From an optimization exercise on the open Yosys and OpenROAD flow, aimed at small area, a short achievable clock period and few clock cycles per item; shortcuts taken in it are not production practice.
In this exercise RTL edits were held to simulation tests only and were not proved equivalent to the original.
Power is estimated from default activity; no workload was simulated.

### flow/design.v
`timescale 1ns / 1ps
`default_nettype none
package mer_pkg;
   localparam int RADIUS_BITS_DEF = 10;
   localparam int COORD_W         = 12;
   localparam int RADIUS_W        = 10;
   localparam int PIX_W           = 13;
   localparam int CSR_IDX_W       = 2;
   localparam int CSR_DATA_W      = 12;
   localparam logic [CSR_IDX_W-1:0] CSR_CENTER_X = 2'd0;
   localparam logic [CSR_IDX_W-1:0] CSR_CENTER_Y = 2'd1;
   localparam logic [CSR_IDX_W-1:0] CSR_RADIUS_X = 2'd2;
   localparam logic [CSR_IDX_W-1:0] CSR_RADIUS_Y = 2'd3;
   localparam logic [1:0] QUAD_LAST = 2'd3;
   typedef enum logic [3:0] {
      OP_NOP,
      OP_RS_SQ,
      OP_RS_MUL,
      OP_RS_INIT,
      OP_STEP1,
      OP_STEP2,
      OP_R2_SQ,
      OP_R2_MUL,
      OP_R2_INIT,
      OP_FINISH
   } dp_op_type;
   typedef struct packed {
      dp_op_type  op;
      logic [1:0] quad;
      logic       done;
   } ctrl_cmd_type;
   typedef struct packed {
      logic complete;
      logic region_two;
      logic step_ok;
      logic y_zero;
   } dp_status_type;
endpackage
`default_nettype wire
`timescale 1ns / 1ps
`default_nettype none
module mer_fadd
#(
   parameter int N = 10
)(
   input  wire logic [N-1:0] a,
   input  wire logic [N-1:0] b,
   input  wire logic         ci,
   output logic      [N-1:0] s,
   output logic              co
);
   logic [N-1:0] g0, p0, gg, pp, gn, pn;
   always_comb begin
      g0 = a & b;
      p0 = a ^ b;
      gg = g0;
      pp = p0;
      gg[0] = g0[0] | (p0[0] & ci);
      for (int d = 1; d < N; d = d * 2) begin
         gn = gg;
         pn = pp;
         for (int i = d; i < N; i++) begin
            gn[i] = gg[i] | (pp[i] & gg[i-d]);
            pn[i] = pp[i] & pp[i-d];
         end
         gg = gn;
         pp = pn;
      end
   end
   assign s  = p0 ^ {gg[N-2:0], ci};
   assign co = gg[N-1];
endmodule
module mer_add3
#(
   parameter int N = 10
)(
   input  wire logic [N-1:0] a,
   input  wire logic [N-1:0] b,
   input  wire logic [N-1:0] c,
   input  wire logic         cs,
   input  wire logic         cc,
   output logic      [N-1:0] s,
   output logic              cos,
   output logic              coc,
   output logic              z
);
   logic [N-1:0] x, m, y;
   assign x   = a ^ b ^ c;
   assign m   = (a & b) | (a & c) | (b & c);
   assign y   = {m[N-2:0], cs};
   assign cos = m[N-1];
   assign z   = &(~(x ^ y ^ {x[N-2:0] | y[N-2:0], cc}));
   mer_fadd #(.N(N)) u_add (
      .a  (x),
      .b  (y),
      .ci (cc),
      .s  (s),
      .co (coc)
   );
endmodule
`default_nettype wire
`timescale 1ns / 1ps
`default_nettype none
module midpoint_ellipse_rasterizer_core
#(
   parameter int RADIUS_BITS = 10
)(
   input  wire logic                 clock,
   input  wire logic                 reset,
   input  wire logic                 req_valid,
   output logic                      req_stall,
   input  wire logic                 req_restart,
   output logic                      rsp_valid,
   input  wire logic                 rsp_stall,
   output logic signed [12:0]        rsp_pixel_x,
   output logic signed [12:0]        rsp_pixel_y,
   output logic                      rsp_last_of_step,
   output logic                      rsp_finished,
   input  wire logic                 csr_write_en,
   input  wire logic        [1:0]    csr_index,
   input  wire logic        [11:0]   csr_write_data
);
   localparam int W  = 10;           
   localparam int RW = 4 * W;        
   logic [11:0] cx_q, cy_q;
   logic [9:0]  rx_q, ry_q;
   always_ff @(posedge clock) begin
      if (reset) begin
         cx_q <= '0;
         cy_q <= '0;
         rx_q <= '0;
         ry_q <= '0;
      end else if (csr_write_en) begin
         case (csr_index)
            2'd0: cx_q <= csr_write_data;
            2'd1: cy_q <= csr_write_data;
            2'd2: rx_q <= csr_write_data[9:0];
            default: ry_q <= csr_write_data[9:0];
         endcase
      end
   end
   logic [3:0]     phs;              
   logic           rq_v, rq_rs;      
   logic           rsb;              
   logic           seq_v;            
   logic [4:0]     seq_k;            
   logic           c_s1, c_s2, c_tra, c_trb, c_trc, c_sq, c_ld, c_pr;
   logic           c_f1, c_f2, c_done, c_fin, c_first;
   logic           dx1, dx0, qy1, qy0;    
   logic           r2, complete, cmp, sgn, zer, zacc;
   logic [9:0]     x, y;
   logic [RW-1:0]  dr, pr, qr;       
   logic [2*W-1:0] xr, yr;           
   logic           dcs, dcc, qcs, qcc, pcc, ccs, ccc;
   logic [1:0]     dtop, qtop;
   logic           em_act, em_dn, ov;
   logic [1:0]     em_q;
   wire p0 = phs[0], p1 = phs[1], p2 = phs[2], p3 = phs[3];
   wire r1 = !r2;
   wire mb1 = !sgn;                
   wire a2  = sgn || zer;          
   wire [W-1:0] dh = dr[W-1:0];
   wire [W-1:0] ph_ = pr[W-1:0];
   wire [W-1:0] qh = qr[W-1:0];
   wire [W-1:0] xh = xr[W-1:0], xo = xr[2*W-1:W];
   wire [W-1:0] yh = yr[W-1:0], yo = yr[2*W-1:W];
   logic lo_ok, hi_ok;               
   wire [W-1:0] x0 = lo_ok ? xh : '0;
   wire [W-1:0] x2 = {lo_ok ? xh[W-3:0] : 8'd0, hi_ok ? xo[W-1:W-2] : 2'd0};
   wire [W-1:0] x3 = {lo_ok ? xh[W-4:0] : 7'd0, hi_ok ? xo[W-1:W-3] : 3'd0};
   wire [W-1:0] x4 = {lo_ok ? xh[W-5:0] : 6'd0, hi_ok ? xo[W-1:W-4] : 4'd0};
   wire [W-1:0] y0 = lo_ok ? yh : '0;
   wire [W-1:0] y2 = {lo_ok ? yh[W-3:0] : 8'd0, hi_ok ? yo[W-1:W-2] : 2'd0};
   wire [W-1:0] y3 = {lo_ok ? yh[W-4:0] : 7'd0, hi_ok ? yo[W-1:W-3] : 3'd0};
   wire [W-1:0] rx0 = p0 ? rx_q : '0;
   wire [W-1:0] ry0 = p0 ? ry_q : '0;
   wire [W-1:0] rx1 = p0 ? {rx_q[8:0], 1'b0} : (p1 ? {9'd0, rx_q[9]} : '0);
   wire [W-1:0] ry1 = p0 ? {ry_q[8:0], 1'b0} : (p1 ? {9'd0, ry_q[9]} : '0);
   wire [W-1:0] qsr = {p3 ? qh[W-1] : qr[W], qh[W-1:1]};      
   wire [W-1:0] d4s = {dh[W-3:0], p0 ? 2'b00 : dtop};        
   wire [W-1:0] q4s = {qh[W-3:0], p0 ? 2'b00 : qtop};        
   logic e_dh, e_d4, e_qh, e_q4, e_rx1, e_rx0, e_ry1, e_ry0, e_pr1, e_pr0;
   logic e_ld_n;
   function automatic logic [W-1:0] gate(input logic [W-1:0] v, input logic e);
      gate = v & {W{e}};
   endfunction
   wire e_dq  = (c_s1 && mb1) || c_s2;          
   wire e_dp  = c_s1 && !mb1;                   
   wire e_dnp = (c_s2 && !a2) || c_tra;         
   wire e_y3  = c_s1 || (c_s2 && a2) || c_f1;   
   wire e_qx3 = (c_s1 && mb1) || c_s2 || c_f1;  
   wire [W-1:0] d_src = gate(dh, e_dh) | gate(d4s, e_d4);
   wire [W-1:0] d_a   = gate(qh, e_dq) | gate(qsr, c_tra) | gate(y2, c_trb || c_f1)
                      | gate(rx1, e_rx1) | gate(~x3, e_pr1);
   wire [W-1:0] d_b   = gate(ph_, e_dp) | gate(~ph_, e_dnp) | gate(~x0, c_trb)
                      | gate(~y0, c_trc) | gate(x0, c_f1) | gate(rx0, e_rx0)
                      | gate(~x2, e_pr0);
   wire         d_cs  = e_pr1;
   wire         d_cc  = e_dnp || c_trb || c_trc || e_pr0;
   wire [W-1:0] p_src = gate(ph_, e_ld_n);
   wire [W-1:0] p_a   = gate(y3, e_y3) | gate(~y2, c_tra) | gate(y2, c_f2);
   wire         p_cc  = c_tra;
   wire [W-1:0] q_src = gate(qh, e_qh) | gate(q4s, e_q4);
   wire [W-1:0] q_a   = gate(y3, e_y3) | gate(~y2, c_tra) | gate(y2, c_f2)
                      | gate(ry1, e_ry1) | gate(~x4, e_pr1);
   wire [W-1:0] q_b   = gate(x3, e_qx3) | gate(x2, c_tra) | gate(ry0, e_ry0)
                      | gate(~x3, e_pr0);
   wire         q_cs  = e_pr1;
   wire         q_cc  = c_tra || e_pr0;
   logic [W-1:0] dn, pn, qn, cn;
   logic         dn_cs, dn_cc, pn_cc, qn_cs, qn_cc, cn_cs, cn_cc, dz, qz_u, cz_u;
   mer_add3 #(.N(W)) u_dadd (
      .a (d_src), .b (d_a), .c (d_b),
      .cs (p0 ? d_cs : dcs), .cc (p0 ? d_cc : dcc),
      .s (dn), .cos (dn_cs), .coc (dn_cc), .z (dz)
   );
   mer_fadd #(.N(W)) u_padd (
      .a (p_src), .b (p_a), .ci (p0 ? p_cc : pcc),
      .s (pn), .co (pn_cc)
   );
   mer_add3 #(.N(W)) u_qadd (
      .a (q_src), .b (q_a), .c (q_b),
      .cs (p0 ? q_cs : qcs), .cc (p0 ? q_cc : qcc),
      .s (qn), .cos (qn_cs), .coc (qn_cc), .z (qz_u)
   );
   wire [W-1:0] c_b = ~(mb1 ? '0 : x3);
   mer_add3 #(.N(W)) u_cmp (
      .a (qh), .b (~y2), .c (c_b),
      .cs (p0 ? 1'b0 : ccs), .cc (p0 ? 1'b1 : ccc),
      .s (cn), .cos (cn_cs), .coc (cn_cc), .z (cz_u)
   );
   wire cmp_n = c_s1 ? !cn[W-1] : cmp;    
   always_ff @(posedge clock) begin
      dr   <= {dn, dr[RW-1:W]};
      pr   <= {pn, pr[RW-1:W]};
      qr   <= {qn, qr[RW-1:W]};
      xr   <= {(c_ld && lo_ok) ? dh : xh, xo};
      yr   <= {(c_ld && lo_ok) ? qh : yh, yo};
      dcs  <= dn_cs;
      dcc  <= dn_cc;
      pcc  <= pn_cc;
      qcs  <= qn_cs;
      qcc  <= qn_cc;
      ccs  <= cn_cs;
      ccc  <= cn_cc;
      dtop <= dh[W-1:W-2];
      qtop <= qh[W-1:W-2];
      zacc <= p0 ? dz : (zacc && dz);
      if (p3) begin
         sgn <= dn[W-1];
         zer <= zacc && dz;
         cmp <= cmp_n;
      end
      if (p0 && c_first && c_sq) cmp <= 1'b0;
   end
   wire free    = !ov || !rsp_stall;
   wire em_last = em_act && (em_dn || em_q == 2'd3);
   wire idle_n  = !em_act || (em_last && free);
   wire rq_n    = rq_v || (req_valid && !req_stall);
   wire rs_n    = rq_v ? rq_rs : req_restart;
   wire yz      = (y == 10'd0);
   logic n_s1, n_s2, n_tra, n_sq, n_ld, n_pr, n_f1, n_f2, n_trb, n_trc, n_done, n_fin;
   logic n_first, n_rs, n_dx1, n_dx0, n_qy1, n_qy0, n_last;
   logic [3:0] jb;
   always_comb begin
      n_s1 = 1'b0; n_s2 = 1'b0; n_tra = 1'b0; n_sq = 1'b0; n_ld = 1'b0; n_pr = 1'b0; n_f1 = 1'b0;
      n_f2 = 1'b0; n_trb = 1'b0; n_trc = 1'b0; n_done = 1'b0; n_fin = 1'b0;
      n_first = 1'b0; n_rs = 1'b0; n_last = 1'b0;
      if (seq_v) begin
         case (seq_k)
            5'd1, 5'd2, 5'd3, 5'd4:     n_sq = 1'b1;
            5'd5:                       n_ld = 1'b1;
            5'd6, 5'd7, 5'd8, 5'd9,
            5'd10:                      n_pr = 1'b1;
            5'd11:                      n_f1 = 1'b1;
            5'd12: begin                n_f2 = 1'b1; n_last = 1'b1; end
            5'd24:                      n_trb = 1'b1;
            default: begin              n_trc = 1'b1; n_last = 1'b1; end
         endcase
      end else if (rq_n && idle_n) begin
         if (rs_n) begin
            n_sq    = 1'b1;
            n_first = 1'b1;
            n_rs    = 1'b1;
         end else if (complete) begin
            n_done = 1'b1;
         end else if (r2) begin
            if (yz) begin
               n_done = 1'b1;
               n_fin  = 1'b1;
            end else begin
               n_s2 = 1'b1;
            end
         end else if (cmp_n) begin
            n_tra = 1'b1;
         end else begin
            n_s1 = 1'b1;
         end
      end
      case (seq_v ? seq_k : 5'd0)
         5'd0, 5'd6:  jb = 4'd8;
         5'd1, 5'd7:  jb = 4'd6;
         5'd2, 5'd8:  jb = 4'd4;
         5'd3, 5'd9:  jb = 4'd2;
         default:     jb = 4'd0;
      endcase
      n_dx1 = rx_q[jb + 4'd1];
      n_dx0 = rx_q[jb];
      n_qy1 = ry_q[jb + 4'd1];
      n_qy0 = ry_q[jb];
   end
   wire do_step = p0 && (c_s1 || c_s2);
   wire do_done = p0 && c_done;
   wire take    = p0 && (c_s1 || c_s2 || c_done || (c_sq && c_first));
   always_ff @(posedge clock) begin
      if (reset) begin
         phs      <= 4'b0001;
         lo_ok    <= 1'b1;
         hi_ok    <= 1'b0;
         rq_v     <= 1'b0;
         rq_rs    <= 1'b0;
         rsb      <= 1'b0;
         seq_v    <= 1'b0;
         seq_k    <= 5'd0;
         r2       <= 1'b0;
         complete <= 1'b1;
         c_s1     <= 1'b0;
         c_s2     <= 1'b0;
         c_tra    <= 1'b0;
         c_trb    <= 1'b0;
         c_trc    <= 1'b0;
         c_sq     <= 1'b0;
         c_ld     <= 1'b0;
         c_pr     <= 1'b0;
         c_f1     <= 1'b0;
         c_f2     <= 1'b0;
         c_done   <= 1'b0;
         c_fin    <= 1'b0;
         c_first  <= 1'b0;
         e_dh     <= 1'b1;
         e_d4     <= 1'b0;
         e_qh     <= 1'b1;
         e_q4     <= 1'b0;
         e_ld_n   <= 1'b1;
         e_rx1    <= 1'b0;
         e_rx0    <= 1'b0;
         e_ry1    <= 1'b0;
         e_ry0    <= 1'b0;
         e_pr1    <= 1'b0;
         e_pr0    <= 1'b0;
      end else begin
         phs   <= {phs[2:0], phs[3]};
         lo_ok <= p3 || p0;
         hi_ok <= p0 || p1;
         if (req_valid && !req_stall) begin
            rq_v  <= 1'b1;
            rq_rs <= req_restart;
         end
         if (take) rq_v <= 1'b0;
         if (p3) begin
            c_s1    <= n_s1;
            c_s2    <= n_s2;
            c_tra   <= n_tra;
            c_trb   <= n_trb;
            c_trc   <= n_trc;
            c_sq    <= n_sq;
            c_ld    <= n_ld;
            c_pr    <= n_pr;
            c_f1    <= n_f1;
            c_f2    <= n_f2;
            c_done  <= n_done;
            c_fin   <= n_fin;
            c_first <= n_first;
            e_dh    <= !(n_sq || n_ld || n_pr);
            e_d4    <= n_pr || (n_sq && !n_first);
            e_qh    <= !(n_sq || n_ld || n_pr);
            e_q4    <= n_pr || (n_sq && !n_first);
            e_ld_n  <= !n_ld;
            e_rx1   <= n_sq && n_dx1;
            e_rx0   <= n_sq && n_dx0;
            e_ry1   <= n_sq && n_qy1;
            e_ry0   <= n_sq && n_qy0;
            e_pr1   <= n_pr && n_qy1;
            e_pr0   <= n_pr && n_qy0;
            if (seq_v) begin
               seq_k <= seq_k + 5'd1;
               if (n_last) seq_v <= 1'b0;
            end
            if (n_rs) begin
               seq_v <= 1'b1;
               seq_k <= 5'd1;
               rsb   <= 1'b1;
            end
            if (c_f2) rsb <= 1'b0;
            if (n_tra) begin
               seq_v <= 1'b1;
               seq_k <= 5'd24;
               r2    <= 1'b1;
            end
         end
         if (p0) begin
            if (c_sq && c_first) begin
               r2       <= 1'b0;
               complete <= (ry_q == 10'd0);
            end
            if (c_done && c_fin) complete <= 1'b1;
         end
      end
   end
   always_ff @(posedge clock) begin
      if (p3) begin
         dx1 <= n_dx1;
         dx0 <= n_dx0;
         qy1 <= n_qy1;
         qy0 <= n_qy0;
      end
   end
   wire       ax = c_s1 || a2;         
   wire       by = c_s2 || mb1;        
   logic [9:0] xinc, ydec, xall, ynone;
   always_comb begin
      xall[0]  = 1'b1;
      ynone[0] = 1'b1;
      for (int i = 1; i < 10; i++) begin
         xall[i]  = xall[i-1] & x[i-1];
         ynone[i] = ynone[i-1] & ~y[i-1];
      end
      xinc = x ^ xall;
      ydec = y ^ ynone;
   end
   always_ff @(posedge clock) begin
      if (p0 && c_sq && c_first) begin
         x <= '0;
         y <= ry_q;
      end else if (do_step) begin
         if (ax) x <= xinc;
         if (by) y <= ydec;
      end
   end
   always_ff @(posedge clock) begin
      if (reset) begin
         em_act <= 1'b0;
         em_dn  <= 1'b0;
         em_q   <= 2'd0;
         ov     <= 1'b0;
      end else begin
         if (do_step) begin
            em_act <= 1'b1;
            em_dn  <= 1'b0;
            em_q   <= free ? 2'd1 : 2'd0;
         end else if (do_done) begin
            em_act <= !free;
            em_dn  <= 1'b1;
         end else if (em_act && free) begin
            if (em_last) em_act <= 1'b0;
            em_q <= em_q + 2'd1;
         end
         if (free) ov <= do_step || do_done || em_act;
      end
   end
   wire [1:0]  qi   = do_step ? 2'd0 : em_q;
   wire        isd  = do_done || (!do_step && em_dn);
   wire        axs  = do_step && ax;
   wire [9:0]  yv   = (do_step && by) ? ydec : y;
   wire [12:0] xo13 = {3'b0, x};
   wire [12:0] yo13 = {3'b0, yv};
   logic [12:0] pxv, pyv;
   logic        pxc, pyc;
   mer_fadd #(.N(13)) u_pxadd (
      .a  ({cx_q[11], cx_q}),
      .b  (qi[0] ? ~xo13 : xo13),
      .ci (qi[0] ^ axs),
      .s  (pxv),
      .co (pxc)
   );
   mer_fadd #(.N(13)) u_pyadd (
      .a  ({cy_q[11], cy_q}),
      .b  (qi[1] ? ~yo13 : yo13),
      .ci (qi[1]),
      .s  (pyv),
      .co (pyc)
   );
   logic [12:0] ox, oy;
   logic        olast, ofin;
   always_ff @(posedge clock) begin
      if (free && (do_step || do_done || em_act)) begin
         ox    <= isd ? 13'd0 : pxv;
         oy    <= isd ? 13'd0 : pyv;
         olast <= isd || (qi == 2'd3);
         ofin  <= isd;
      end
   end
   assign req_stall        = rq_v || rsb;
   assign rsp_valid        = ov;
   assign rsp_pixel_x      = ox;
   assign rsp_pixel_y      = oy;
   assign rsp_last_of_step = olast;
   assign rsp_finished     = ofin;
endmodule
`default_nettype wire
### flow/run.sh
#!/bin/bash
# synth_recipe.tcl (not shown) runs the flow's synth.tcl, then flattens the netlist and writes it again
# the make line also repeats each setting of config.mk as NAME=value (left out here)
make -C /OpenROAD-flow-scripts/flow DESIGN_CONFIG=/design/flow/config.mk WORK_HOME=/design/flow/orfs CLKGATE_MAP_FILE= SYNTH_SCRIPT=/design/flow/synth_recipe.tcl finish
### flow/config.mk
export PLATFORM = sky130hd
export DESIGN_NAME = midpoint_ellipse_rasterizer_core
export DESIGN_NICKNAME = midpoint_ellipse_rasterizer_core
export VERILOG_FILES = /design/flow/design.v
export SDC_FILE = /design/flow/constraint.sdc
export NUM_CORES = 4
export LEC_CHECK = 0
export CAP_MARGIN = 20
export CORE_MARGIN = 2
export CORE_UTILIZATION = 40
export SLEW_MARGIN = 20
### flow/constraint.sdc
create_clock -name core_clock -period 11.0 [get_ports {clock}]
set_input_delay 2.2000 -clock core_clock [delete_from_list [all_inputs] [get_ports {clock}]]
set_output_delay 2.2000 -clock core_clock [all_outputs]
set_load 0.01 [all_outputs]
==> out/results.md, run 1 <==
| Quantity | Reported |
|---|---|
| Status | timing/DRC/antenna clean |
| Cell area reported after detailed placement | 15900 um2 |
| Via count of the first global-routing pass | 10856 |
| Fraction of the yosys area taken by sequential cells | 45.2% |
| Area growth from synthesis to final layout | 14.0% |
| Sequential cell area | 6770 um2 |
| Final setup violation count | 0 |
| Endpoint arrival time on the critical path | 5.36 ns |
| Drt total wl | 40600 um |
| Total vias in the final route | 11136 |
| Area of the multi-input gates | 7520 um2 |
| Cell types with the largest area share after synthesis | sky130_fd_sc_hd__dfxtp_1 (37%), sky130_fd_sc_hd__edfxtp_1 (8.0%), sky130_fd_sc_hd__ha_1 (7.5%) |
| Skew final | 0.0302 ns |
| Least-Margin Pin Slew | 0.949 ns |
| Dpl hpwl | 30000 um |
| Max Transition Viols Final | 0 |
| Type of element capturing the critical path | flop |
| Clk Latency, worst-skew pair | 0.53 ns |
| Diode count | 0 |
| Final period demand of the worst path | 4.91 ns |
| Final hold slack | 0.313 ns |
| Number of DRC markers in iteration 0 | 992 |
| Launch point of the worst reg-to-reg path | sgn |
| Die height | 197 um |
| Crit-path max cell delay | 0.73 ns |
| Cell with the largest stage delay on the worst path | sky130_fd_sc_hd__nor3_1 |
| Unique cell type count in the Yosys netlist | 69 |
| Die area | 39000 um2 |
| R2r worst-path depth | 17 |
| Overall fraction of global-route tracks in use | 21.0% |
| Critical path class | reg2reg |
| Total number of placement rows | 70 |
| Synth Flop Type | sky130_fd_sc_hd__dfxtp_1 |
| Number of nets produced by synthesis | 1690 |
| Kind of start point of the critical path | flop |
| Mean post-synth cell area | 9.71 um2 |
| Cells along the critical path | nor2_1, nor2b_1, nor3_1, o21ai_0, a221oi_1, fa_1, inv_1, ha_1, a21o_1, a21oi_1, o21bai_1, a21oi_1, o21bai_1, a21oi_1, o21bai_1, a21oi_1, xnor2_1 |
| Worst setup startpoint | sgn |
| Remaining number of nets flagged by the antenna check after routing | 0 |
| Core outline area | 36700 um2 |
| Die width | 197 um |
| Period utilisation layout | 44.6% |
| Launch point of the worst hold path | yr[14] |
| TritonCTS clock tree | yes |
| Number of buffers created by CTS | 35 |
| Largest buffer count on any clock path | 3 |
| Critical path peak fanout | 12 |
| Number of flops mapped to enable cells by yosys | 40 |
| LEAKAGE | 7.28 nW |
| Clock tree root buffer cell | sky130_fd_sc_hd__clkbuf_16 |
| Initial DRT Pass Iterations | 6 |
| Clk slew on worst S/H paths | 0.06 ns |
| Quantity of hold-fixing buffers added after cts | 0 |
| Setup repair after global routing missed its margin | false |
| CTS resizes | 0 |
| Leading cell type in the layout, fill and taps excluded | sky130_fd_sc_hd__dfxtp_1 |
| Path category of the worst min-delay check | reg2reg |
| VDD IR max | 106 uV |
| Headroom to the max-slew limit | 36.2% |
| # nets final | 1724 |
| Largest net degree at the start of global routing | 82 |
| Power density normalized to cell area | 190 nW/um2 |
| Final-layout fill cell count | 3463 |
| Buffers added on ports | 49 |
| Non-filler instance count after layout | 2069 |
| Final Worst Setup Slack | 6.09 ns |
| Design area | 17100 um2 |
| Global route total overflow | 0 |
| Number of failing hold endpoints at the final stage | 0 |
| Total setup buffers inserted after CTS | 0 |
| Yosys Warn Count | 3 |
| Placed Cells incl. Taps | 2006 |
| Max cap viols | 0 |
| Wire length of the first global-routing pass | 62900 um |
| H-tree Lvls | 2 |
| Cell type with the largest total area after synthesis | sky130_fd_sc_hd__dfxtp_1 |
| Post-Syn Instances | 1541 |
| Fraction of final layout cells sized beyond drive strength 1 | 6.62% |
| Post-detailed-route via-to-cell ratio | 5.38 |
| Synth top area share | 37.2% |
| Hold path cells | 0 |
| Final weighted congestion in routability-driven placement | 1.00 |
| Most frequent cells in the layout | sky130_fd_sc_hd__dfxtp_1 (278), sky130_fd_sc_hd__nand2_1 (166), sky130_fd_sc_hd__nor2_1 (132) |
| Cell repeated most along the worst path | sky130_fd_sc_hd__a21oi_1 |
| DRC viols | 0 |
| Combined area of all synthesized cells | 15000 um2 |
| Total clock sinks | 318 |
| Pre-CTS setup slack | 6.22 ns |
| Required time worst endpoint | 11.45 ns |
| I/O Pins | 50 |
| Share of synthesized flip-flops with an asynchronous set or reset | 0% |
| Effective utilization at floorplan | 40.8% |
| Antenna violations before repair | 0 |
| Maximum clock rate | 0.204 GHz |
| Average wire per cell in the routed design | 19.6 um |
| Total Neg Setup Slack | 0 ns |
| Post-synthesis sequential element count | 318 |
[critical path, delay by kind of cell, from the launching register on]
| family | cells | cell delay, ns |
|---|---|---|
| buffers and inverters | 1 | 0.11 |
| DFF | 1 | 0.61 |
| adders and majority gates | 2 | 0.73 |
| and+or+nand+nor | 3 | 1.12 |
| AOI/OAI and AO/OA | 10 | 2.15 |
| xor gates and xnor gates | 1 | 0.14 |
[cell families after synthesis]
family          Yosys count  share of synthesized area (%)
xor+xnor                 63                           3.69
flops                   318                           45.2
fa+ha+maj               129                           12.7
simple gates            449                           13.7
compound gates          322                           14.4
buf+inv                 182                           4.62
mux                      78                           5.70
[layer usage]
metal	vias up	track usage, %	wire length (um)	part of all wire, %
met5	-	0	0	0
met1	5288	28.1	18200	45
met2	328	34.1	18500	46
li1	5420	-	-	-
met4	0	7.69	1500	3.7
met3	100	3.50	2390	5.9
[power by group]
part           switching (mW)  leakage [nW]  internal [mW]
Combinational           0.320          4.06          0.259
Sequential              0.128          2.65           1.37
Clock                   0.474         0.570          0.684
[final cells by class]
class                           instances  area share (%)
Inverter                              118            2.60
Multi-Input combinational cell       1041            44.1
Tap cell                              468            3.43
Clock buffer                           52            6.29
Sequential cell                       318            39.7
Timing Repair Buffer                   61            3.37
Clock inverter                         11           0.536
[worst paths after layout]
kind,to,slack (ns)
min reg2reg,yr[4],0.31
min,yr[4],0.31
max,qr[39],6.09
max reg2reg,qr[39],6.09
[sequential cells by signal, summed over array words and instances, names as in the netlist, 12 cells and up, named ones only]
register  flops
pr           40
oy           13
cx_q         12
ox           13
cy_q         12
qr           40
xr           20
dr           40
yr           20
[synthesized netlist by cell type, types with 3 or more instances]
| cell | instances |
|---|---|
| sky130_fd_sc_hd__o21bai_1 | 8 |
| sky130_fd_sc_hd__buf_1 | 9 |
| sky130_fd_sc_hd__nor2b_1 | 22 |
| sky130_fd_sc_hd__a21boi_0 | 9 |
| sky130_fd_sc_hd__ha_1 | 90 |
| sky130_fd_sc_hd__mux4_2 | 4 |
| sky130_fd_sc_hd__a21oi_1 | 83 |
| sky130_fd_sc_hd__a2111oi_0 | 3 |
| sky130_fd_sc_hd__nor2_1 | 132 |
| sky130_fd_sc_hd__nand4_1 | 8 |
| sky130_fd_sc_hd__a32o_1 | 4 |
| sky130_fd_sc_hd__o21a_1 | 7 |
| sky130_fd_sc_hd__xnor2_1 | 44 |
| sky130_fd_sc_hd__clkinv_1 | 4 |
| sky130_fd_sc_hd__clkbuf_1 | 53 |
| sky130_fd_sc_hd__a222oi_1 | 6 |
| sky130_fd_sc_hd__a221oi_1 | 31 |
| sky130_fd_sc_hd__a22oi_1 | 36 |
| sky130_fd_sc_hd__mux2i_1 | 56 |
| sky130_fd_sc_hd__and3_1 | 11 |
| sky130_fd_sc_hd__nand2b_1 | 10 |
| sky130_fd_sc_hd__nand2_1 | 167 |
| sky130_fd_sc_hd__a211oi_1 | 7 |
| sky130_fd_sc_hd__a22o_1 | 9 |
| sky130_fd_sc_hd__mux2_2 | 18 |
| sky130_fd_sc_hd__inv_1 | 114 |
| sky130_fd_sc_hd__fa_1 | 39 |
| sky130_fd_sc_hd__xor2_1 | 19 |
| sky130_fd_sc_hd__dfxtp_1 | 278 |
| sky130_fd_sc_hd__and2_1 | 16 |
| sky130_fd_sc_hd__or3_1 | 5 |
| sky130_fd_sc_hd__o211ai_1 | 6 |
| sky130_fd_sc_hd__nor4_1 | 9 |
| sky130_fd_sc_hd__nor3_1 | 19 |
| sky130_fd_sc_hd__o21ai_0 | 77 |
| sky130_fd_sc_hd__a21o_1 | 14 |
| sky130_fd_sc_hd__nand3_1 | 33 |
| sky130_fd_sc_hd__nand3b_1 | 4 |
| sky130_fd_sc_hd__edfxtp_1 | 40 |
[per-stage QoR]
step / util, % / total power [mW]
after detailed placement: 43.3 / 2.09
after global routing: 46.5 / 3.41
final: 46.5 / 3.23
after floorplan: - / 1.90
after global placement: 43.3 / 2.09
after CTS: 46.5 / 3.27
Testbench counts, summed over its fixed seeds: cycles 107,476, items 102,668.
==> run 2: changes to the inputs <==
--- a/flow/design.v
+++ b/flow/design.v
@@ -149,3 +149,3 @@
    logic           dx1, dx0, qy1, qy0;    
-   logic           r2, complete, cmp, sgn, zer, zacc;
+   logic           r2, complete, cmp, sgn;
    logic [9:0]     x, y;
@@ -160,3 +160,3 @@
    wire mb1 = !sgn;                
-   wire a2  = sgn || zer;          
+   wire a2  = sgn;                 
    wire [W-1:0] dh = dr[W-1:0];
@@ -198,3 +198,3 @@
    wire         d_cs  = e_pr1;
-   wire         d_cc  = e_dnp || c_trb || c_trc || e_pr0;
+   wire         d_cc  = e_dnp || c_trb || e_pr0;
    wire [W-1:0] p_src = gate(ph_, e_ld_n);
@@ -247,6 +247,4 @@
       qtop <= qh[W-1:W-2];
-      zacc <= p0 ? dz : (zacc && dz);
       if (p3) begin
          sgn <= dn[W-1];
-         zer <= zacc && dz;
          cmp <= cmp_n;
--- a/flow/config.mk
+++ b/flow/config.mk
@@ -9,3 +9,3 @@
 export CORE_MARGIN = 2
-export CORE_UTILIZATION = 40
+export CORE_UTILIZATION = 70
 export SLEW_MARGIN = 20
==> out/results.md, run 2 <==
| Quantity | Reported |
|---|---|
| Most frequent cells in the layout | sky130_fd_sc_hd__dfxtp_1 (277), sky130_fd_sc_hd__nand2_1 (176), sky130_fd_sc_hd__nor2_1 (134) |
| Met3 track demand over resource | 6.24% |
| Via count of the first global-routing pass | 11811 |
| Cell type with the largest total area after synthesis | sky130_fd_sc_hd__dfxtp_1 |
| Total setup buffers inserted after CTS | 0 |
| Dpl hpwl | 29500 um |
| Die height | 149 um |
| DRC viols | 0 |
| Max cap viols | 0 |
| Die area | 22300 um2 |
| Post-Syn Instances | 1515 |
| Remaining number of nets flagged by the antenna check after routing | 0 |
| Total Neg Setup Slack | 0 ns |
| Critical path class | reg2reg |
| TritonCTS clock tree | yes |
| Fraction of the yosys area taken by sequential cells | 45.4% |
| Final setup violation count | 0 |
| # nets final | 1680 |
| Placed Cells incl. Taps | 1783 |
| Total clock sinks | 316 |
| Area growth from synthesis to final layout | 11.5% |
| Required time worst endpoint | 11.43 ns |
| CTS resizes | 0 |
| Maximum clock rate | 0.208 GHz |
| Cell types with the largest area share after synthesis | sky130_fd_sc_hd__dfxtp_1 (37%), sky130_fd_sc_hd__edfxtp_1 (7.9%), sky130_fd_sc_hd__ha_1 (6.9%) |
| Effective utilization at floorplan | 70.8% |
| Die width | 149 um |
| Mean post-synth cell area | 9.76 um2 |
| Kind of start point of the critical path | flop |
| I/O Pins | 50 |
| Clock tree root buffer cell | sky130_fd_sc_hd__clkbuf_16 |
| Post-synthesis sequential element count | 316 |
| Most utilized layer in the global route result | met2 |
| Synth Flop Type | sky130_fd_sc_hd__dfxtp_1 |
| Wire length of the first global-routing pass | 64900 um |
| Overall fraction of global-route tracks in use | 37.7% |
| Status | timing/DRC/antenna clean |
| Final hold slack | 0.321 ns |
| Drt total wl | 42200 um |
| Type of element capturing the critical path | flop |
| Clk Latency, worst-skew pair | 0.56 ns |
| Max Transition Viols Final | 0 |
| Met1 Track Usage GR | 52.7% |
| Clk slew on worst S/H paths | 0.06 ns |
| Number of buffers created by CTS | 30 |
| Skew final | 0.00962 ns |
| Sequential cell area | 6720 um2 |
| Largest net degree at the start of global routing | 79 |
| Headroom to the max-slew limit | 24.2% |
| Post-detailed-route via-to-cell ratio | 6.48 |
| Share of synthesized flip-flops with an asynchronous set or reset | 0% |
| Global route total overflow | 0 |
| Buffers added on ports | 49 |
| Final period demand of the worst path | 4.82 ns |
| Initial DRT Pass Iterations | 6 |
| Least-Margin Pin Slew | 1.13 ns |
| Combined area of all synthesized cells | 14800 um2 |
| Non-filler instance count after layout | 1835 |
| Total number of placement rows | 53 |
| Global Route met2 Usage | 59.8% |
| VDD IR max | 212 uV |
| Antenna violations before repair | 0 |
| Final-layout fill cell count | 1350 |
| Total vias in the final route | 11883 |
| Largest registers | dr x40, pr x40, qr x40 |
| Critical path peak fanout | 12 |
| Quantity of hold-fixing buffers added after cts | 0 |
| Number of nets produced by synthesis | 1655 |
| Power density normalized to cell area | 179 nW/um2 |
| Endpoint arrival time on the critical path | 5.25 ns |
| Period utilisation layout | 43.8% |
| Average wire per cell in the routed design | 23.0 um |
| Number of flops mapped to enable cells by yosys | 39 |
| Path category of the worst min-delay check | reg2reg |
| Diode count | 0 |
| Setup repair after global routing missed its margin | false |
| Final weighted congestion in routability-driven placement | 1.01 |
| Yosys Warn Count | 3 |
| Most common cell in the netlist | sky130_fd_sc_hd__dfxtp_1 |
| Largest buffer count on any clock path | 3 |
| Number of failing hold endpoints at the final stage | 0 |
| LEAKAGE | 7.01 nW |
| Number of DRC markers in iteration 0 | 1201 |
| Core outline area | 20900 um2 |
| H-tree Lvls | 1 |
| Ranking of synthesized cells by instance count | sky130_fd_sc_hd__dfxtp_1 (277), sky130_fd_sc_hd__nand2_1 (176), sky130_fd_sc_hd__nor2_1 (134) |
| Leading cell type in the layout, fill and taps excluded | sky130_fd_sc_hd__dfxtp_1 |
| Unique cell type count in the Yosys netlist | 84 |
| Utilization after layout | 79.0% |
| Fraction of final layout cells sized beyond drive strength 1 | 7.18% |
| Synth top area share | 37.5% |
| Area of the multi-input gates | 7460 um2 |
run 2: worst max-delay path: stages, from the launching register on:
cell and delay (ns):
sky130_fd_sc_hd__edfxtp_1 0.65, sky130_fd_sc_hd__nor2b_4 0.09, sky130_fd_sc_hd__or2_2 0.44, sky130_fd_sc_hd__nor2_1 0.53
sky130_fd_sc_hd__nor2_1 0.11, sky130_fd_sc_hd__a211oi_1 0.31, sky130_fd_sc_hd__fa_1 0.23, sky130_fd_sc_hd__inv_1 0.05
sky130_fd_sc_hd__fa_1 0.44, sky130_fd_sc_hd__fa_1 0.49, sky130_fd_sc_hd__a21oi_1 0.20, sky130_fd_sc_hd__nor2_1 0.07
sky130_fd_sc_hd__nor2_1 0.19, sky130_fd_sc_hd__o21bai_1 0.10, sky130_fd_sc_hd__a21oi_1 0.26, sky130_fd_sc_hd__o21bai_1 0.12
sky130_fd_sc_hd__a21oi_1 0.27, sky130_fd_sc_hd__o21ai_0 0.14
run 2: final cells by class:
class	count	share of cell area, %
Clock inverter	7	0.402
Sequential cell	316	40.7
Tap cell	275	2.09
Multi-Input combinational cell	1038	45.2
Clock buffer	45	5.97
Timing Repair Buffer	61	3.49
Inverter	93	2.12
run 2: cells by family (layout without fill, tap and decap cells):
family / count (synthesis) / count (layout) / synth area share, %
buf+inv: 161 / 206 / 4.22
fa+ha+maj: 120 / 120 / 12.1
compound gates: 341 / 341 / 15.8
mux: 65 / 65 / 4.90
simple gates: 455 / 455 / 14.1
xor+xnor: 57 / 57 / 3.38
flops: 316 / 316 / 45.4
run 2: routing by layer:
layer	vias to the layer above	share of wire, %
met5	-	0
met4	0	3.8
met3	130	8.2
met2	600	46
met1	5798	42
li1	5355	-
run 2: worst paths after layout:
| kind | startpoint | end | slack (ns) | cells after the start |
|---|---|---|---|---|
| hold / removal | dr[28] | dr[18] | 0.32 | 0 |
| setup / recovery | sgn | qcc | 6.18 | 17 |
| hold reg to reg | dr[28] | dr[18] | 0.32 | 0 |
| setup reg to reg | sgn | qcc | 6.18 | 17 |
run 2: through the flow:
| step | setup slack, ns | area [um2] | total power, mW |
|---|---|---|---|
| 2_1_floorplan | 6.95 | 14800 | 1.71 |
| 3_3_place_gp | 6.30 | 15400 | 1.83 |
| 3_5_place_dp | 6.26 | 15400 | 1.87 |
| 4_1_cts | 6.23 | 16500 | 2.95 |
| 5_1_grt | 5.98 | 16500 | 3.05 |
| 6_report | 6.18 | 16500 | 2.96 |
run 2: report_power, final:
part           switching (mW)  total, mW  leakage, nW  internal (mW)
clock                   0.439       1.08        0.518          0.639
combinational           0.219      0.394         3.86          0.175
sequential              0.140       1.48         2.63           1.34
Testbench counts of run 2, summed over its fixed seeds: cycles 107,476, items 102,668.
==> run 3: changes to the inputs <==
--- a/flow/design.v
+++ b/flow/design.v
@@ -147,3 +147,3 @@
    logic           c_s1, c_s2, c_tra, c_trb, c_trc, c_sq, c_ld, c_pr;
-   logic           c_f1, c_f2, c_done, c_fin, c_first;
+   logic           c_f1, c_done, c_fin, c_first, c_prf, c_prl;
    logic           dx1, dx0, qy1, qy0;    
@@ -182,3 +182,3 @@
    logic e_dh, e_d4, e_qh, e_q4, e_rx1, e_rx0, e_ry1, e_ry0, e_pr1, e_pr0;
-   logic e_ld_n;
+   logic e_pk, e_qn3, e_qp3;
    function automatic logic [W-1:0] gate(input logic [W-1:0] v, input logic e);
@@ -190,3 +190,3 @@
    wire e_y3  = c_s1 || (c_s2 && a2) || c_f1;   
-   wire e_qx3 = (c_s1 && mb1) || c_s2 || c_f1;  
+   wire e_qx3 = (c_s1 && mb1) || c_s2 || e_qp3;  
    wire [W-1:0] d_src = gate(dh, e_dh) | gate(d4s, e_d4);
@@ -199,12 +199,12 @@
    wire         d_cc  = e_dnp || c_trb || e_pr0;
-   wire [W-1:0] p_src = gate(ph_, e_ld_n);
-   wire [W-1:0] p_a   = gate(y3, e_y3) | gate(~y2, c_tra) | gate(y2, c_f2);
+   wire [W-1:0] p_src = gate(ph_, e_pk);
+   wire [W-1:0] p_a   = gate(y3, e_y3) | gate(~y2, c_tra) | gate(y2, c_prf);
    wire         p_cc  = c_tra;
    wire [W-1:0] q_src = gate(qh, e_qh) | gate(q4s, e_q4);
-   wire [W-1:0] q_a   = gate(y3, e_y3) | gate(~y2, c_tra) | gate(y2, c_f2)
-                      | gate(ry1, e_ry1) | gate(~x4, e_pr1);
+   wire [W-1:0] q_a   = gate(y3, e_y3) | gate(~y2, c_tra) | gate(ry1, e_ry1)
+                      | gate(~x4, e_pr1);
    wire [W-1:0] q_b   = gate(x3, e_qx3) | gate(x2, c_tra) | gate(ry0, e_ry0)
-                      | gate(~x3, e_pr0);
+                      | gate(~x3, e_qn3) | gate(y2, c_f1);
    wire         q_cs  = e_pr1;
-   wire         q_cc  = c_tra || e_pr0;
+   wire         q_cc  = c_tra || e_qn3;
    logic [W-1:0] dn, pn, qn, cn;
@@ -259,9 +259,9 @@
    wire yz      = (y == 10'd0);
-   logic n_s1, n_s2, n_tra, n_sq, n_ld, n_pr, n_f1, n_f2, n_trb, n_trc, n_done, n_fin;
-   logic n_first, n_rs, n_dx1, n_dx0, n_qy1, n_qy0, n_last;
+   logic n_s1, n_s2, n_tra, n_sq, n_ld, n_pr, n_f1, n_trb, n_trc, n_done, n_fin;
+   logic n_first, n_rs, n_dx1, n_dx0, n_qy1, n_qy0, n_last, n_prf, n_prl;
    logic [3:0] jb;
    always_comb begin
-      n_s1 = 1'b0; n_s2 = 1'b0; n_tra = 1'b0; n_sq = 1'b0; n_ld = 1'b0; n_pr = 1'b0; n_f1 = 1'b0;
-      n_f2 = 1'b0; n_trb = 1'b0; n_trc = 1'b0; n_done = 1'b0; n_fin = 1'b0;
-      n_first = 1'b0; n_rs = 1'b0; n_last = 1'b0;
+      n_s1 = 1'b0; n_s2 = 1'b0; n_tra = 1'b0; n_sq = 1'b0; n_pr = 1'b0; n_f1 = 1'b0;
+      n_trb = 1'b0; n_trc = 1'b0; n_done = 1'b0; n_fin = 1'b0;
+      n_first = 1'b0; n_rs = 1'b0; n_last = 1'b0; n_ld = 1'b0; n_prf = 1'b0; n_prl = 1'b0;
       if (seq_v) begin
@@ -270,6 +270,6 @@
             5'd5:                       n_ld = 1'b1;
-            5'd6, 5'd7, 5'd8, 5'd9,
-            5'd10:                      n_pr = 1'b1;
-            5'd11:                      n_f1 = 1'b1;
-            5'd12: begin                n_f2 = 1'b1; n_last = 1'b1; end
+            5'd6: begin                 n_pr = 1'b1; n_prf = 1'b1; end
+            5'd7, 5'd8, 5'd9:           n_pr = 1'b1;
+            5'd10: begin                n_pr = 1'b1; n_prl = 1'b1; end
+            5'd11: begin                n_f1 = 1'b1; n_last = 1'b1; end
             5'd24:                      n_trb = 1'b1;
@@ -330,6 +330,7 @@
          c_sq     <= 1'b0;
-         c_ld     <= 1'b0;
          c_pr     <= 1'b0;
          c_f1     <= 1'b0;
-         c_f2     <= 1'b0;
+         c_ld     <= 1'b0;
+         c_prf    <= 1'b0;
+         c_prl    <= 1'b0;
          c_done   <= 1'b0;
@@ -341,3 +342,5 @@
          e_q4     <= 1'b0;
-         e_ld_n   <= 1'b1;
+         e_pk     <= 1'b1;
+         e_qn3    <= 1'b0;
+         e_qp3    <= 1'b0;
          e_rx1    <= 1'b0;
@@ -364,6 +367,7 @@
             c_sq    <= n_sq;
-            c_ld    <= n_ld;
             c_pr    <= n_pr;
             c_f1    <= n_f1;
-            c_f2    <= n_f2;
+            c_ld    <= n_ld;
+            c_prf   <= n_prf;
+            c_prl   <= n_prl;
             c_done  <= n_done;
@@ -375,3 +379,5 @@
             e_q4    <= n_pr || (n_sq && !n_first);
-            e_ld_n  <= !n_ld;
+            e_pk    <= !n_ld;
+            e_qn3   <= n_pr && n_qy0 && !n_prl;
+            e_qp3   <= n_prl && !n_qy0;
             e_rx1   <= n_sq && n_dx1;
@@ -391,3 +397,3 @@
             end
-            if (c_f2) rsb <= 1'b0;
+            if (n_f1) rsb <= 1'b0;
             if (n_tra) begin
==> out/results.md, run 3 <==
| Quantity | Reported |
|---|---|
| Remaining number of nets flagged by the antenna check after routing | 0 |
| Total clock sinks | 319 |
| Leading cell type in the layout, fill and taps excluded | sky130_fd_sc_hd__dfxtp_1 |
| Max Transition Viols Final | 0 |
| Share of synthesized flip-flops with an asynchronous set or reset | 0% |
| Yosys Warn Count | 3 |
| Die area | 22700 um2 |
| Power density normalized to cell area | 177 nW/um2 |
| Sequential power share | 48.7% |
| Average wire per cell in the routed design | 22.2 um |
| Final setup violation count | 0 |
| Antenna violations before repair | 0 |
| TritonCTS clock tree | yes |
| Global route total overflow | 0 |
| Required time worst endpoint | 11.26 ns |
| Area growth from synthesis to final layout | 12.0% |
| Switching part of the total | 26.7% |
| Post-Syn Instances | 1578 |
| Largest buffer count on any clock path | 3 |
| Diode count | 0 |
| Via count of the first global-routing pass | 12003 |
| Total vias in the final route | 12471 |
| Setup repair after global routing missed its margin | false |
| Synth Flop Type | sky130_fd_sc_hd__dfxtp_1 |
| Unique cell type count in the Yosys netlist | 80 |
| Mean post-synth cell area | 9.53 um2 |
| Number of DRC markers in iteration 0 | 1444 |
| Maximum clock rate | 0.199 GHz |
| Cell type with the largest total area after synthesis | sky130_fd_sc_hd__dfxtp_1 |
| Clock tree root buffer cell | sky130_fd_sc_hd__clkbuf_16 |
| Clock share of power | 38.8% |
| Skew final | 0.0224 ns |
| Type of element capturing the critical path | flop |
| Synth top area share | 37.3% |
| Fraction of the yosys area taken by sequential cells | 45.0% |
| Tot Pwr | 2.99 mW |
| Overall fraction of global-route tracks in use | 37.4% |
| Drt total wl | 42200 um |
| Combined area of all synthesized cells | 15000 um2 |
| Internal | 2.19 mW |
| Most frequent cells in the layout | sky130_fd_sc_hd__dfxtp_1 (280), sky130_fd_sc_hd__nand2_1 (196), sky130_fd_sc_hd__nor2_1 (125) |
| Number of flops mapped to enable cells by yosys | 39 |
| DRC viols | 0 |
| Least-Margin Pin Slew | 1.05 ns |
| Core outline area | 21100 um2 |
| Final weighted congestion in routability-driven placement | 1.00 |
| Buffers added on ports | 49 |
| Total Neg Setup Slack | 0 ns |
| # nets final | 1741 |
| Final period demand of the worst path | 5.02 ns |
| Combinational share of power | 12.5% |
| Dpl hpwl | 29600 um |
| Total setup buffers inserted after CTS | 0 |
| Die width | 151 um |
| Period utilisation layout | 45.6% |
| Kind of start point of the critical path | flop |
| Status | timing/DRC/antenna clean |
| H-tree Lvls | 2 |
| Switching power total | 0.799 mW |
| Clk slew on worst S/H paths | 0.07 ns |
| Critical path peak fanout | 22 |
| Post-detailed-route via-to-cell ratio | 6.56 |
| Post-synthesis sequential element count | 319 |
| Max cap viols | 0 |
| Most common cell in the netlist | sky130_fd_sc_hd__dfxtp_1 |
| Effective utilization at floorplan | 71.3% |
| CTS resizes | 0 |
| Endpoint arrival time on the critical path | 5.28 ns |
| Number of buffers created by CTS | 34 |
| Total number of placement rows | 53 |
| LEAKAGE | 7.01 nW |
| Initial DRT Pass Iterations | 6 |
| Cell types with the largest area share after synthesis | sky130_fd_sc_hd__dfxtp_1 (37%), sky130_fd_sc_hd__edfxtp_1 (7.8%), sky130_fd_sc_hd__ha_1 (6.7%) |
| Quantity of hold-fixing buffers added after cts | 0 |
| Wire length of the first global-routing pass | 65200 um |
| Utilization after layout | 79.9% |
| Number of nets produced by synthesis | 1718 |
| Largest registers | dr x40, pr x40, qr x40 |
| Ranking of synthesized cells by instance count | sky130_fd_sc_hd__dfxtp_1 (280), sky130_fd_sc_hd__nand2_1 (197), sky130_fd_sc_hd__nor2_1 (125) |
| Clk Latency, worst-skew pair | 0.52 ns |
| Largest net degree at the start of global routing | 85 |
| VDD IR max | 176 uV |
| Headroom to the max-slew limit | 29.9% |
| Die height | 151 um |
| Path category of the worst min-delay check | reg2reg |
| Fraction of final layout cells sized beyond drive strength 1 | 7.56% |
| Critical path class | reg2reg |
| Number of failing hold endpoints at the final stage | 0 |
| I/O Pins | 50 |
run 3: final timing paths:
path | start | end | slack [ns] | depth (start not counted)
hold reg to reg | pr[25] | pr[15] | 0.32 | 0
setup reg to reg | c_tra | sgn | 5.98 | 14
hold / removal | pr[25] | pr[15] | 0.32 | 0
setup / recovery | c_tra | sgn | 5.98 | 14
run 3: kinds of logic after synthesis:
kind of cell | after synthesis | share of synthesized area (%)
AOI/OAI and AO/OA | 395 | 17.9
xor gates and xnor gates | 58 | 3.38
adders and majority gates | 120 | 11.9
buffers and inverters | 169 | 4.29
DFF | 319 | 45.0
muxes | 46 | 3.24
and+or+nand+nor | 471 | 14.2
run 3: power by group through the flow:
stage / combinational, mW / sequential, mW / clock, mW
6_report: 0.373 / 1.46 / 1.16
5_1_grt: 0.416 / 1.46 / 1.21
4_1_cts: 0.370 / 1.45 / 1.17
3_5_place_dp: 0.361 / 1.47 / 0
3_3_place_gp: 0.338 / 1.46 / 0
2_1_floorplan: 0.273 / 1.41 / 0
run 3: routing by layer:
metal | GRT usage (%) | up-vias | share of wire [%]
li1 | - | 5626 | -
met1 | 48.8 | 5988 | 39
met2 | 59.3 | 720 | 46
met3 | 11.3 | 137 | 12
met4 | 13.1 | 0 | 3.7
met5 | 0 | - | 0
run 3: final cells by class:
cell class                 count  area [um2]
clock buffer                  51        1060
clock inverter                10         105
fill                        1292        4240
inverter                      96         360
multi-input combinational   1090        7630
sequential                   319        6780
tap                          275         344
timing repair buffer          60         568
run 3: worst max-delay path, cell delays in order, from the launching register on:
cell and delay [ns]:
sky130_fd_sc_hd__dfxtp_1 0.93, sky130_fd_sc_hd__inv_1 0.54, sky130_fd_sc_hd__o21ai_0 0.39, sky130_fd_sc_hd__o21ai_0 0.19
sky130_fd_sc_hd__nand3_1 0.15, sky130_fd_sc_hd__fa_1 0.45, sky130_fd_sc_hd__fa_1 0.48, sky130_fd_sc_hd__a21o_1 0.17
sky130_fd_sc_hd__a21oi_1 0.22, sky130_fd_sc_hd__o21bai_1 0.10, sky130_fd_sc_hd__a21oi_1 0.22, sky130_fd_sc_hd__o21bai_1 0.08
sky130_fd_sc_hd__a21oi_1 0.30, sky130_fd_sc_hd__nor4bb_1 0.12, sky130_fd_sc_hd__or3_1 0.41
run 3: per-stage QoR:
stage	hold WS (ns)	instances	instance area, um2	setup slack (ns)
floorplan	0.310	1578	15000	6.76
global placement	0.310	1840	15700	6.18
detailed placement	0.312	1840	15700	6.10
CTS	0.319	1901	16800	6.17
global route	0.318	1901	16800	5.67
finish	0.325	1901	16800	5.98
Testbench counts of run 3, summed over its fixed seeds: cycles 106,964, items 102,668.
==> run 4: changes to the inputs <==
--- a/flow/design.v
+++ b/flow/design.v
@@ -146,4 +146,4 @@
    logic [4:0]     seq_k;            
-   logic           c_s1, c_s2, c_tra, c_trb, c_trc, c_sq, c_ld, c_pr;
-   logic           c_f1, c_done, c_fin, c_first, c_prf, c_prl;
+   logic           c_s1, c_s2, c_tra, c_trb, c_trc, c_sq, c_pr;
+   logic           c_f1, c_done, c_fin, c_first, c_sql, c_prf, c_prl;
    logic           dx1, dx0, qy1, qy0;    
@@ -236,4 +236,4 @@
       qr   <= {qn, qr[RW-1:W]};
-      xr   <= {(c_ld && lo_ok) ? dh : xh, xo};
-      yr   <= {(c_ld && lo_ok) ? qh : yh, yo};
+      xr   <= {(c_sql && lo_ok) ? dn : xh, xo};
+      yr   <= {(c_sql && lo_ok) ? qn : yh, yo};
       dcs  <= dn_cs;
@@ -259,4 +259,4 @@
    wire yz      = (y == 10'd0);
-   logic n_s1, n_s2, n_tra, n_sq, n_ld, n_pr, n_f1, n_trb, n_trc, n_done, n_fin;
-   logic n_first, n_rs, n_dx1, n_dx0, n_qy1, n_qy0, n_last, n_prf, n_prl;
+   logic n_s1, n_s2, n_tra, n_sq, n_pr, n_f1, n_trb, n_trc, n_done, n_fin;
+   logic n_first, n_rs, n_dx1, n_dx0, n_qy1, n_qy0, n_last, n_sql, n_prf, n_prl;
    logic [3:0] jb;
@@ -265,11 +265,11 @@
       n_trb = 1'b0; n_trc = 1'b0; n_done = 1'b0; n_fin = 1'b0;
-      n_first = 1'b0; n_rs = 1'b0; n_last = 1'b0; n_ld = 1'b0; n_prf = 1'b0; n_prl = 1'b0;
+      n_first = 1'b0; n_rs = 1'b0; n_last = 1'b0; n_sql = 1'b0; n_prf = 1'b0; n_prl = 1'b0;
       if (seq_v) begin
          case (seq_k)
-            5'd1, 5'd2, 5'd3, 5'd4:     n_sq = 1'b1;
-            5'd5:                       n_ld = 1'b1;
-            5'd6: begin                 n_pr = 1'b1; n_prf = 1'b1; end
-            5'd7, 5'd8, 5'd9:           n_pr = 1'b1;
-            5'd10: begin                n_pr = 1'b1; n_prl = 1'b1; end
-            5'd11: begin                n_f1 = 1'b1; n_last = 1'b1; end
+            5'd1, 5'd2, 5'd3:           n_sq = 1'b1;
+            5'd4: begin                 n_sq = 1'b1; n_sql = 1'b1; end
+            5'd5: begin                 n_pr = 1'b1; n_prf = 1'b1; end
+            5'd6, 5'd7, 5'd8:           n_pr = 1'b1;
+            5'd9: begin                 n_pr = 1'b1; n_prl = 1'b1; end
+            5'd10: begin                n_f1 = 1'b1; n_last = 1'b1; end
             5'd24:                      n_trb = 1'b1;
@@ -298,6 +298,6 @@
       case (seq_v ? seq_k : 5'd0)
-         5'd0, 5'd6:  jb = 4'd8;
-         5'd1, 5'd7:  jb = 4'd6;
-         5'd2, 5'd8:  jb = 4'd4;
-         5'd3, 5'd9:  jb = 4'd2;
+         5'd0, 5'd5:  jb = 4'd8;
+         5'd1, 5'd6:  jb = 4'd6;
+         5'd2, 5'd7:  jb = 4'd4;
+         5'd3, 5'd8:  jb = 4'd2;
          default:     jb = 4'd0;
@@ -332,3 +332,3 @@
          c_f1     <= 1'b0;
-         c_ld     <= 1'b0;
+         c_sql    <= 1'b0;
          c_prf    <= 1'b0;
@@ -369,3 +369,3 @@
             c_f1    <= n_f1;
-            c_ld    <= n_ld;
+            c_sql   <= n_sql;
             c_prf   <= n_prf;
@@ -375,7 +375,7 @@
             c_first <= n_first;
-            e_dh    <= !(n_sq || n_ld || n_pr);
-            e_d4    <= n_pr || (n_sq && !n_first);
-            e_qh    <= !(n_sq || n_ld || n_pr);
-            e_q4    <= n_pr || (n_sq && !n_first);
-            e_pk    <= !n_ld;
+            e_dh    <= !(n_sq || n_pr);
+            e_d4    <= (n_pr && !n_prf) || (n_sq && !n_first);
+            e_qh    <= !(n_sq || n_pr);
+            e_q4    <= (n_pr && !n_prf) || (n_sq && !n_first);
+            e_pk    <= !n_prf;
             e_qn3   <= n_pr && n_qy0 && !n_prl;
==> out/results.md, run 4 <==
| Quantity | Reported |
|---|---|
| Final hold slack | 0.324 ns |
| Headroom to the max-slew limit | 27.3% |
| Number of DRC markers in iteration 0 | 1478 |
| Kind of start point of the critical path | flop |
| Total setup buffers inserted after CTS | 0 |
| Portion of netlist area occupied by mux cells | 4.73% |
| Leading cell type in the layout, fill and taps excluded | sky130_fd_sc_hd__dfxtp_1 |
| Dominant combinational cell family by area after synthesis | compound AO/OA/AOI/OAI gates |
| Launch point of the worst hold path | qr[17] |
| Total clock sinks | 319 |
| Utilization after layout | 78.9% |
| Number of nets produced by synthesis | 1687 |
| Skew final | 0.0170 ns |
| Non-filler instance count after layout | 1872 |
| Average wire per cell in the routed design | 22.4 um |
| Fraction of final layout cells sized beyond drive strength 1 | 7.08% |
| Required time worst endpoint | 11.49 ns |
| Reg2reg end | xr[19] |
| LEAKAGE | 7.07 nW |
| CTS resizes | 0 |
| VDD IR max | 186 uV |
| Quantity of hold-fixing buffers added after cts | 0 |
| Synth top area share | 37.7% |
| Post-detailed-route via-to-cell ratio | 6.47 |
| Register-to-register path setup slack | 5.69 ns |
| Worst setup startpoint | phs[0] |
| Initial DRT Pass Iterations | 7 |
| Mean post-synth cell area | 9.61 um2 |
| Cell types with the largest area share after synthesis | sky130_fd_sc_hd__dfxtp_1 (38%), sky130_fd_sc_hd__edfxtp_1 (7.9%), sky130_fd_sc_hd__ha_1 (6.7%) |
| Overall fraction of global-route tracks in use | 37.8% |
| Total Neg Setup Slack | 0 ns |
| Largest registers | dr x40, pr x40, qr x40 |
| Xor/xnor share of the synthesized area | 3.41% |
| Maximum clock rate | 0.188 GHz |
| Effective utilization at floorplan | 71.0% |
| Placed Cells incl. Taps | 1815 |
| Yosys Warn Count | 3 |
| Area growth from synthesis to final layout | 11.2% |
| Global route total overflow | 0 |
| Critical path peak fanout | 26 |
| Fraction of the yosys area taken by sequential cells | 45.6% |
| Max Transition Viols Final | 0 |
| DRC viols | 0 |
| # nets final | 1712 |
| Max cap viols | 0 |
| Endpoint arrival time on the critical path | 5.80 ns |
| Post-synthesis simple-gate area fraction | 13.7% |
| Via count of the first global-routing pass | 11798 |
| Tot Pwr | 3.13 mW |
| Buffers added on ports | 49 |
| Number of flops mapped to enable cells by yosys | 39 |
| Final weighted congestion in routability-driven placement | 1.04 |
| Total number of placement rows | 53 |
| Post-synthesis share of cell area spent on full adders, half adders and majority gates | 12.0% |
| Cell type with the largest total area after synthesis | sky130_fd_sc_hd__dfxtp_1 |
| R2r worst-path depth | 14 |
| Path category of the worst min-delay check | reg2reg |
| Final setup violation count | 0 |
| H-tree Lvls | 1 |
| TritonCTS clock tree | yes |
| Power density normalized to cell area | 189 nW/um2 |
| Die width | 150 um |
| Launch point of the worst reg-to-reg path | phs[0] |
| Critical path endpoint | xr[19] |
| Dpl hpwl | 29800 um |
| Critical path class | reg2reg |
| Drt total wl | 41900 um |
| Largest buffer count on any clock path | 3 |
| Setup repair after global routing missed its margin | false |
| Unique cell type count in the Yosys netlist | 69 |
| Combined area of all synthesized cells | 14900 um2 |
| Type of element capturing the critical path | flop |
| Area fraction in compound gates after synthesis | 16.2% |
| Diode count | 0 |
| Ranking of synthesized cells by instance count | sky130_fd_sc_hd__dfxtp_1 (280), sky130_fd_sc_hd__nand2_1 (178), sky130_fd_sc_hd__nor2_1 (140) |
| Total vias in the final route | 12113 |
| Clk Latency, worst-skew pair | 0.57 ns |
| Wire length of the first global-routing pass | 65300 um |
| Die area | 22400 um2 |
| Clk slew on worst S/H paths | 0.07 ns |
| Synth Flop Type | sky130_fd_sc_hd__dfxtp_1 |
| Post-synthesis sequential element count | 319 |
| Status | timing/DRC/antenna clean |
| Post-Syn Instances | 1548 |
| Remaining number of nets flagged by the antenna check after routing | 0 |
| Core outline area | 21000 um2 |
| Final-layout fill cell count | 1390 |
| Clock tree root buffer cell | sky130_fd_sc_hd__clkbuf_16 |
| I/O Pins | 50 |
| Period utilisation layout | 48.3% |
| Final period demand of the worst path | 5.31 ns |
| Share of synthesized flip-flops with an asynchronous set or reset | 0% |
| Least-Margin Pin Slew | 1.09 ns |
| Most common cell in the netlist | sky130_fd_sc_hd__dfxtp_1 |
| Most frequent cells in the layout | sky130_fd_sc_hd__dfxtp_1 (280), sky130_fd_sc_hd__nand2_1 (177), sky130_fd_sc_hd__nor2_1 (140) |
| Antenna violations before repair | 0 |
| Largest net degree at the start of global routing | 81 |
| Number of buffers created by CTS | 31 |
| Number of failing hold endpoints at the final stage | 0 |
| Die height | 150 um |
==> run 4: cells by family (layout without fill, tap and decap cells) <==
group | count (synthesis) | in the layout
xor gates and xnor gates | 58 | 58
buffers and inverters | 173 | 222
AOI/OAI and AO/OA | 356 | 356
muxes | 63 | 63
DFF | 319 | 319
adders and majority gates | 119 | 119
and+or+nand+nor | 460 | 460
==> run 4: critical path, cell delays in order, from the launching register on <==
cell and delay (ns):
sky130_fd_sc_hd__dfxtp_1 1.04, sky130_fd_sc_hd__and2_1 0.58, sky130_fd_sc_hd__a222oi_1 0.13, sky130_fd_sc_hd__nand3_1 0.21, sky130_fd_sc_hd__fa_1 0.49, sky130_fd_sc_hd__fa_1 0.48, sky130_fd_sc_hd__a21o_1 0.18, sky130_fd_sc_hd__a21oi_1 0.32
sky130_fd_sc_hd__o21bai_1 0.14, sky130_fd_sc_hd__a21oi_1 0.32, sky130_fd_sc_hd__o21bai_1 0.17, sky130_fd_sc_hd__a211oi_1 0.29, sky130_fd_sc_hd__o31ai_1 0.13, sky130_fd_sc_hd__xor2_1 0.49, sky130_fd_sc_hd__mux2_2 0.27
==> run 4: worst min-delay path by stage <==
stage                     cells after the start  slack (ns)      to
after floorplan                               0        0.31   dr[0]
after global placement                        0        0.31  qr[16]
after detailed placement                      0        0.31  dr[28]
after CTS                                     0        0.32   qr[7]
after global routing                          0        0.33   qr[7]
final                                         0        0.32   qr[7]
==> run 4: report_power, final <==
part	internal (mW)	leakage (nW)	switching [mW]
Sequential	1.38	2.67	0.147
Combinational	0.221	3.90	0.337
Clock	0.594	0.499	0.448
==> run 4: stage by stage <==
step | worst slack, ns | instance area [um2]
after floorplan | 6.57 | 14900
after detailed placement | 5.78 | 15500
after global routing | 5.57 | 16500
after global placement | 5.83 | 15500
after CTS | 5.92 | 16500
final | 5.69 | 16500
==> run 4: cell type report <==
class,count,area [um2],area share (%)
Multi-Input combinational cell,1056,7460,45.1
Clock inverter,15,108,0.651
Timing Repair Buffer,59,561,3.39
Sequential cell,319,6780,41.0
Inverter,106,398,2.41
Tap cell,275,344,2.08
Clock buffer,42,898,5.43
==> run 4: routing by layer <==
| layer | up-vias | track usage, % | part of all wire, % |
|---|---|---|---|
| met2 | 712 | 58.8 | 45 |
| li1 | 5452 | - | - |
| met1 | 5787 | 51.6 | 41 |
| met4 | 2 | 14.7 | 4.2 |
| met3 | 160 | 8.38 | 10 |
| met5 | - | 1.59 | 0.11 |
Testbench counts of run 4, summed over its fixed seeds: cycles 106,708, items 102,668.

[re-timing with driven ports]
The results above use ideal ports. As a check the final layouts listed here were re-extracted and re-timed, cells and wires unchanged. Step 1 sets driving cells, clkbuf_16 on the clock port and buf_2 on the other inputs (assumed; they add their load-dependent delay and slew). Step 2 times the ports against the registers' clock, not the clock port: input delays grow and output delays shrink by t, the midpoint of the rising clock arrivals with the driver on. Three values: ideal, step 1, step 2; two values: the first two.
run | t (ns) | setup WS [ns] | hold slack, ns | worst register clock-pin slew, ns
run 1 | 0.567 | 6.093 / 6.093 / 6.093 | 0.313 / 0.313 / 0.313 | 0.06 / 0.06
run 2 | 0.604 | 6.181 / 6.181 / 6.181 | 0.321 / 0.321 / 0.321 | 0.07 / 0.07
run 3 | 0.560 | 5.980 / 5.980 / 5.980 | 0.325 / 0.325 / 0.325 | 0.07 / 0.07
run 4 | 0.605 | 5.691 / 5.691 / 5.691 | 0.324 / 0.324 / 0.324 | 0.07 / 0.07
After both steps every run listed still meets setup and hold.
